From an optimization exercise on the open Yosys and OpenROAD flow, aimed at small area, a short achievable clock period and few clock cycles per item; shortcuts taken in it are not production practice.
Function was checked by simulation only, so behaviour that the tests miss may differ from the original.

## build 25
==> flow/design.v <==
module sfp_norm_seq #(
  parameter int COL = 8,
  parameter int BW_PSUM = 20,
  parameter int OUT_SHIFT = 8,
  parameter int SW = BW_PSUM + $clog2(COL),
  parameter int BW_OUT = OUT_SHIFT + 2
) (
  input  logic                      clk,
  input  logic                      reset,
  input  logic                      mode_signed,
  input  logic                      mode_dual,
  input  logic                      in_valid,
  output logic                      in_ready,
  input  logic [COL*BW_PSUM-1:0]    in_row,
  output logic [SW-1:0]             sum_out,
  output logic                      sum_out_valid,
  input  logic [SW:0]               sum_in,
  input  logic                      sum_in_valid,
  output logic                      out_valid,
  input  logic                      out_ready,
  output logic [COL*BW_OUT-1:0]     out_row,
  output logic                      busy
);
  localparam int NS = 7;             
  localparam int RW = 25;            
  logic v0, v1, v2, vo;
  logic [NS:1] vd;
  logic xd1;                         
  logic hold, adv, go1, en1, en0;
  logic dm1;
  logic nv0, nv1, nv2, nvo;
  logic [NS:1] nvd;
  assign hold = vo & ~out_ready;
  assign adv  = ~hold;
  assign go1 = ~dm1 | xd1 | sum_in_valid;
  assign en1 = ~v1 | (adv & go1);
  assign en0 = ~v0 | en1;
  assign in_ready = en0;
  assign out_valid = vo;
  assign nv0 = en0 ? in_valid : v0;
  assign nv1 = en1 ? v0 : v1;
  assign nv2 = adv ? v1 & go1 : v2;
  assign nvd = adv ? {vd[NS-1:1], v2} : vd;
  assign nvo = adv ? vd[NS] : vo;
  always_ff @(posedge clk) begin
    if (reset) begin
      v0 <= 1'b0;
      v1 <= 1'b0;
      v2 <= 1'b0;
      vd <= '0;
      vo <= 1'b0;
      busy <= 1'b0;
    end else begin
      v0 <= nv0;
      v1 <= nv1;
      v2 <= nv2;
      vd <= nvd;
      vo <= nvo;
      busy <= nv0 | nv1 | nv2 | (|nvd) | nvo;
    end
  end
  function automatic logic [22:0] fa_s(input logic [22:0] a, input logic [22:0] b, input logic [22:0] c);
    fa_s = a ^ b ^ c;
  endfunction
  function automatic logic [22:0] fa_c(input logic [22:0] a, input logic [22:0] b, input logic [22:0] c, input logic cin);
    logic [22:0] m;
    m = (a & b) | (a & c) | (b & c);
    fa_c = {m[21:0], cin};
  endfunction
  logic [22:0] y [COL];
  logic [COL-1:0] g;
  logic [BW_PSUM-1:0] a_in [COL];
  logic [COL-1:0] ng_in;
  logic [22:0] l1s0, l1c0, l1s1, l1c1, l1s2, l1c2, l2s0, l2c0, l2s1, l2c1, l3s, l3c, l4s, l4c;
  always_comb begin
    for (int c = 0; c < COL; c++) begin
      g[c] = in_row[c*BW_PSUM + BW_PSUM-1];
      y[c] = {4'b0, in_row[c*BW_PSUM +: BW_PSUM-1] ^ {(BW_PSUM-1){g[c]}}};
      a_in[c] = g[c] ? -in_row[c*BW_PSUM +: BW_PSUM] : in_row[c*BW_PSUM +: BW_PSUM];
      ng_in[c] = g[c] & mode_signed;
    end
    l1s0 = fa_s(y[0], y[1], y[2]);          l1c0 = fa_c(y[0], y[1], y[2], g[1]);
    l1s1 = fa_s(y[3], y[4], y[5]);          l1c1 = fa_c(y[3], y[4], y[5], g[2]);
    l1s2 = fa_s(y[6], y[7], {22'b0, g[0]}); l1c2 = fa_c(y[6], y[7], {22'b0, g[0]}, g[3]);
    l2s0 = fa_s(l1s0, l1c0, l1s1);          l2c0 = fa_c(l1s0, l1c0, l1s1, g[4]);
    l2s1 = fa_s(l1c1, l1s2, l1c2);          l2c1 = fa_c(l1c1, l1s2, l1c2, g[5]);
    l3s  = fa_s(l2s0, l2c0, l2s1);          l3c  = fa_c(l2s0, l2c0, l2s1, g[6]);
    l4s  = fa_s(l3s, l3c, l2c1);            l4c  = fa_c(l3s, l3c, l2c1, g[7]);
  end
  logic [BW_PSUM-1:0] a0 [COL];
  logic [COL-1:0] ng0;
  logic dm0;
  logic [COL-1:0] nz0;
  logic [22:0] cs0, cc0;
  always_ff @(posedge clk) begin
    if (en0) begin
      for (int c = 0; c < COL; c++) a0[c] <= a_in[c];
      ng0 <= ng_in;
      dm0 <= mode_dual;
      for (int c = 0; c < COL; c++) nz0[c] <= |in_row[c*BW_PSUM +: BW_PSUM];
      cs0 <= l4s;
      cc0 <= l4c;
    end
  end
  logic [BW_PSUM-1:0] a1 [COL];
  logic [COL-1:0] ng1;
  logic [COL-1:0] nz1;
  logic [SW-1:0] s1;
  logic [SW:0] p1;
  always_ff @(posedge clk) begin
    if (reset) xd1 <= 1'b0;
    else if (en1) xd1 <= 1'b0;
    else if (v1 && dm1 && !xd1 && sum_in_valid) xd1 <= 1'b1;
    if (en1) begin
      for (int c = 0; c < COL; c++) a1[c] <= a0[c];
      ng1 <= ng0;
      dm1 <= dm0;
      nz1 <= nz0;
      s1 <= cs0 + cc0;
    end
    if (!xd1) p1 <= sum_in;
  end
  assign sum_out = s1;
  assign sum_out_valid = v1 & dm1 & ~xd1;
  logic [BW_PSUM-1:0] a4 [COL];
  logic [COL-1:0] ng4;
  logic [SW:0] d4, psel, dsum;
  logic [COL-1:0] nz4;
  logic pz4;
  assign psel = dm1 ? (xd1 ? p1 : sum_in) : '0;
  assign dsum = {1'b0, s1} + psel;
  always_ff @(posedge clk) begin
    if (adv) begin
      for (int c = 0; c < COL; c++) a4[c] <= a1[c];
      ng4 <= ng1;
      d4 <= {dsum[SW:1], dsum[0] | (~|nz1 & (psel == '0))};
      nz4 <= nz1;
      pz4 <= psel == '0;
    end
  end
  logic [RW-1:0] r [NS+1][COL];
  logic [SW:0] dd [NS+1];
  logic [COL-1:0] ngd [NS+1];
  logic [COL-1:0] q8 [NS+1];
  logic [NS-1:0] qb [NS+1][COL];    
  logic [RW-1:0] rn [NS+1][COL];
  function automatic logic [RW-1:0] bk_add(input logic [RW-1:0] x, input logic [RW-1:0] y, input logic ci);
    logic [RW-1:0] p, gg, pp;
    logic [RW:0] carry;
    p = x ^ y;
    gg = x & y;
    pp = p;
    for (int l = 1; l < RW; l = l * 2)
      for (int i = 2*l-1; i < RW; i += 2*l) begin
        gg[i] = gg[i] | (pp[i] & gg[i-l]);
        pp[i] = pp[i] & pp[i-l];
      end
    for (int l = 8; l >= 1; l = l / 2)
      for (int i = 3*l-1; i < RW; i += 2*l) begin
        gg[i] = gg[i] | (pp[i] & gg[i-l]);
        pp[i] = pp[i] & pp[i-l];
      end
    carry[0] = ci;
    for (int i = 0; i < RW; i++) carry[i+1] = gg[i] | (pp[i] & ci);
    bk_add = p ^ carry[RW-1:0];
  endfunction
  function automatic logic [RW-1:0] nr_step(input logic [RW-1:0] rr, input logic qbit, input logic [SW:0] dv);
    logic slo, shi;
    slo = ~rr[RW-1];
    shi = qbit;
    nr_step = bk_add({rr[RW-2:0], 1'b0}, {shi, dv[SW:12] ^ {(SW-11){shi}}, dv[11:0] ^ {12{slo}}}, slo);
  endfunction
  always_comb begin
    for (int c = 0; c < COL; c++) begin
      rn[0][c] = bk_add({4'b0, a4[c], 1'b0}, ~{1'b0, d4}, 1'b1);
      for (int j = 1; j <= NS; j++) rn[j][c] = nr_step(r[j][c], qb[j][c][j-1], dd[j]);
    end
  end
  always_ff @(posedge clk) begin
    if (adv) begin
      dd[1] <= d4;
      ngd[1] <= ng4;
      for (int c = 0; c < COL; c++) begin
        r[1][c] <= rn[0][c];
        q8[1][c] <= nz4[c] & ~|(nz4 & ~(COL'(1) << c)) & pz4;
        qb[1][c] <= '0;
        qb[1][c][0] <= ~rn[0][c][RW-1];
      end
      for (int j = 2; j <= NS; j++) begin
        dd[j] <= dd[j-1];
        ngd[j] <= ngd[j-1];
        q8[j] <= q8[j-1];
        for (int c = 0; c < COL; c++) begin
          r[j][c] <= rn[j-1][c];
          qb[j][c] <= qb[j-1][c];
          qb[j][c][j-1] <= ~rn[j-1][c][RW-1];
        end
      end
    end
  end
  logic [COL*BW_OUT-1:0] row_fin;
  logic [BW_OUT-2:0] hh, nh;
  logic b0;
  always_comb begin
    hh = '0;
    nh = '0;
    b0 = 1'b0;
    for (int c = 0; c < COL; c++) begin
      hh = '0;
      for (int k = 0; k < NS; k++) hh[6-k] = qb[NS][c][k];
      nh = -hh;
      b0 = ~rn[NS][c][RW-1];
      if (q8[NS][c]) row_fin[c*BW_OUT +: BW_OUT] = ngd[NS][c] ? 10'h300 : 10'h100;
      else if (!ngd[NS][c]) row_fin[c*BW_OUT +: BW_OUT] = {hh, b0};
      else row_fin[c*BW_OUT +: BW_OUT] = b0 ? {~hh, 1'b1} : {nh, 1'b0};
    end
  end
  always_ff @(posedge clk) begin
    if (adv) out_row <= row_fin;
  end
endmodule
clock: 6.0 ns
lec_check: 0
cap_margin: 20
core_margin: 2
core_utilization: 65
cts_cluster_size: 40
setup_slack_margin: 2.6
slew_margin: 20
run.sh (not shown) runs the stock make flow with config.mk's settings and CLKGATE_MAP_FILE= SYNTH_SCRIPT=/design/flow/synth_recipe.tcl, a recipe that flattens the netlist after the stock synthesis.
As the logs show, build 25 stopped at global routing after a tool error, so it never reached the end of the flow.
Testbench counts of build 25, summed over its fixed seeds: cycles 1,368, rows 1,280.
Inputs modified between build 25 and trial 6:
--- a/flow/design.v
+++ b/flow/design.v
@@ -90,6 +90,5 @@
   logic [BW_PSUM-1:0] a0 [COL];
   logic [COL-1:0] ng0;
-  logic dm0;
-  logic [COL-1:0] nz0;
+  logic dm0, z0;
   logic [22:0] cs0, cc0;
   always_ff @(posedge clk) begin
@@ -98,5 +97,5 @@
       ng0 <= ng_in;
       dm0 <= mode_dual;
-      for (int c = 0; c < COL; c++) nz0[c] <= |in_row[c*BW_PSUM +: BW_PSUM];
+      z0 <= in_row == '0;
       cs0 <= l4s;
       cc0 <= l4c;
@@ -105,5 +104,5 @@
   logic [BW_PSUM-1:0] a1 [COL];
   logic [COL-1:0] ng1;
-  logic [COL-1:0] nz1;
+  logic z1;
   logic [SW-1:0] s1;
   logic [SW:0] p1;
@@ -116,5 +115,5 @@
       ng1 <= ng0;
       dm1 <= dm0;
-      nz1 <= nz0;
+      z1 <= z0;
       s1 <= cs0 + cc0;
     end
@@ -126,6 +125,4 @@
   logic [COL-1:0] ng4;
   logic [SW:0] d4, psel, dsum;
-  logic [COL-1:0] nz4;
-  logic pz4;
   assign psel = dm1 ? (xd1 ? p1 : sum_in) : '0;
   assign dsum = {1'b0, s1} + psel;
@@ -134,7 +131,5 @@
       for (int c = 0; c < COL; c++) a4[c] <= a1[c];
       ng4 <= ng1;
-      d4 <= {dsum[SW:1], dsum[0] | (~|nz1 & (psel == '0))};
-      nz4 <= nz1;
-      pz4 <= psel == '0;
+      d4 <= {dsum[SW:1], dsum[0] | (z1 & (psel == '0))};
     end
   end
@@ -165,14 +160,13 @@
     bk_add = p ^ carry[RW-1:0];
   endfunction
-  function automatic logic [RW-1:0] nr_step(input logic [RW-1:0] rr, input logic qbit, input logic [SW:0] dv);
-    logic slo, shi;
-    slo = ~rr[RW-1];
-    shi = qbit;
-    nr_step = bk_add({rr[RW-2:0], 1'b0}, {shi, dv[SW:12] ^ {(SW-11){shi}}, dv[11:0] ^ {12{slo}}}, slo);
+  function automatic logic [RW-1:0] nr_step(input logic [RW-1:0] rr, input logic [SW:0] dv);
+    logic sub;
+    sub = ~rr[RW-1];
+    nr_step = bk_add({rr[RW-2:0], 1'b0}, {sub, dv ^ {(SW+1){sub}}}, sub);
   endfunction
   always_comb begin
     for (int c = 0; c < COL; c++) begin
       rn[0][c] = bk_add({4'b0, a4[c], 1'b0}, ~{1'b0, d4}, 1'b1);
-      for (int j = 1; j <= NS; j++) rn[j][c] = nr_step(r[j][c], qb[j][c][j-1], dd[j]);
+      for (int j = 1; j <= NS; j++) rn[j][c] = nr_step(r[j][c], dd[j]);
     end
   end
@@ -183,7 +177,6 @@
       for (int c = 0; c < COL; c++) begin
         r[1][c] <= rn[0][c];
-        q8[1][c] <= nz4[c] & ~|(nz4 & ~(COL'(1) << c)) & pz4;
+        q8[1][c] <= {3'b0, a4[c]} == d4;
         qb[1][c] <= '0;
-        qb[1][c][0] <= ~rn[0][c][RW-1];
       end
       for (int j = 2; j <= NS; j++) begin
@@ -194,5 +187,5 @@
           r[j][c] <= rn[j-1][c];
           qb[j][c] <= qb[j-1][c];
-          qb[j][c][j-1] <= ~rn[j-1][c][RW-1];
+          qb[j][c][j-2] <= ~r[j-1][c][RW-1];
         end
       end
@@ -200,18 +193,15 @@
   end
   logic [COL*BW_OUT-1:0] row_fin;
-  logic [BW_OUT-2:0] hh, nh;
-  logic b0;
+  logic [8:0] qq;
+  logic [7:0] qlo;
   always_comb begin
-    hh = '0;
-    nh = '0;
-    b0 = 1'b0;
+    qq = '0;
+    qlo = '0;
     for (int c = 0; c < COL; c++) begin
-      hh = '0;
-      for (int k = 0; k < NS; k++) hh[6-k] = qb[NS][c][k];
-      nh = -hh;
-      b0 = ~rn[NS][c][RW-1];
-      if (q8[NS][c]) row_fin[c*BW_OUT +: BW_OUT] = ngd[NS][c] ? 10'h300 : 10'h100;
-      else if (!ngd[NS][c]) row_fin[c*BW_OUT +: BW_OUT] = {hh, b0};
-      else row_fin[c*BW_OUT +: BW_OUT] = b0 ? {~hh, 1'b1} : {nh, 1'b0};
+      for (int k = 0; k < NS-1; k++) qlo[7-k] = qb[NS][c][k];
+      qlo[1] = ~r[NS][c][RW-1];
+      qlo[0] = ~rn[NS][c][RW-1];
+      qq = q8[NS][c] ? 9'd256 : {1'b0, qlo};
+      row_fin[c*BW_OUT +: BW_OUT] = ngd[NS][c] ? -{1'b0, qq} : {1'b0, qq};
     end
   end
Results
- Trial 6 | ERROR | global routing
- Relative to build 25, the number of placed instances, taps included measured on trial 6 has increased slightly.
- Diff build 25 -> trial 6: compound-cell area share of the yosys netlist grew by 0.37 points; number of gates resized after CTS shrank by 469; post-synthesis sequential element count shrank by 79; number of buffers inserted by post-CTS setup repair shrank by 16%; post-synth net total grew by 1.6%.
- Comparing build 25 with trial 6, the portion of netlist area occupied by mux cells came out essentially unchanged.
- | number of buffers added by the clock tree synthesis step | higher: build 25 |
- Post-synthesis instance area delta (trial 6 -> build 25): insignificant
Testbench counts of trial 6, summed over its fixed seeds: cycles 1,368, rows 1,280.
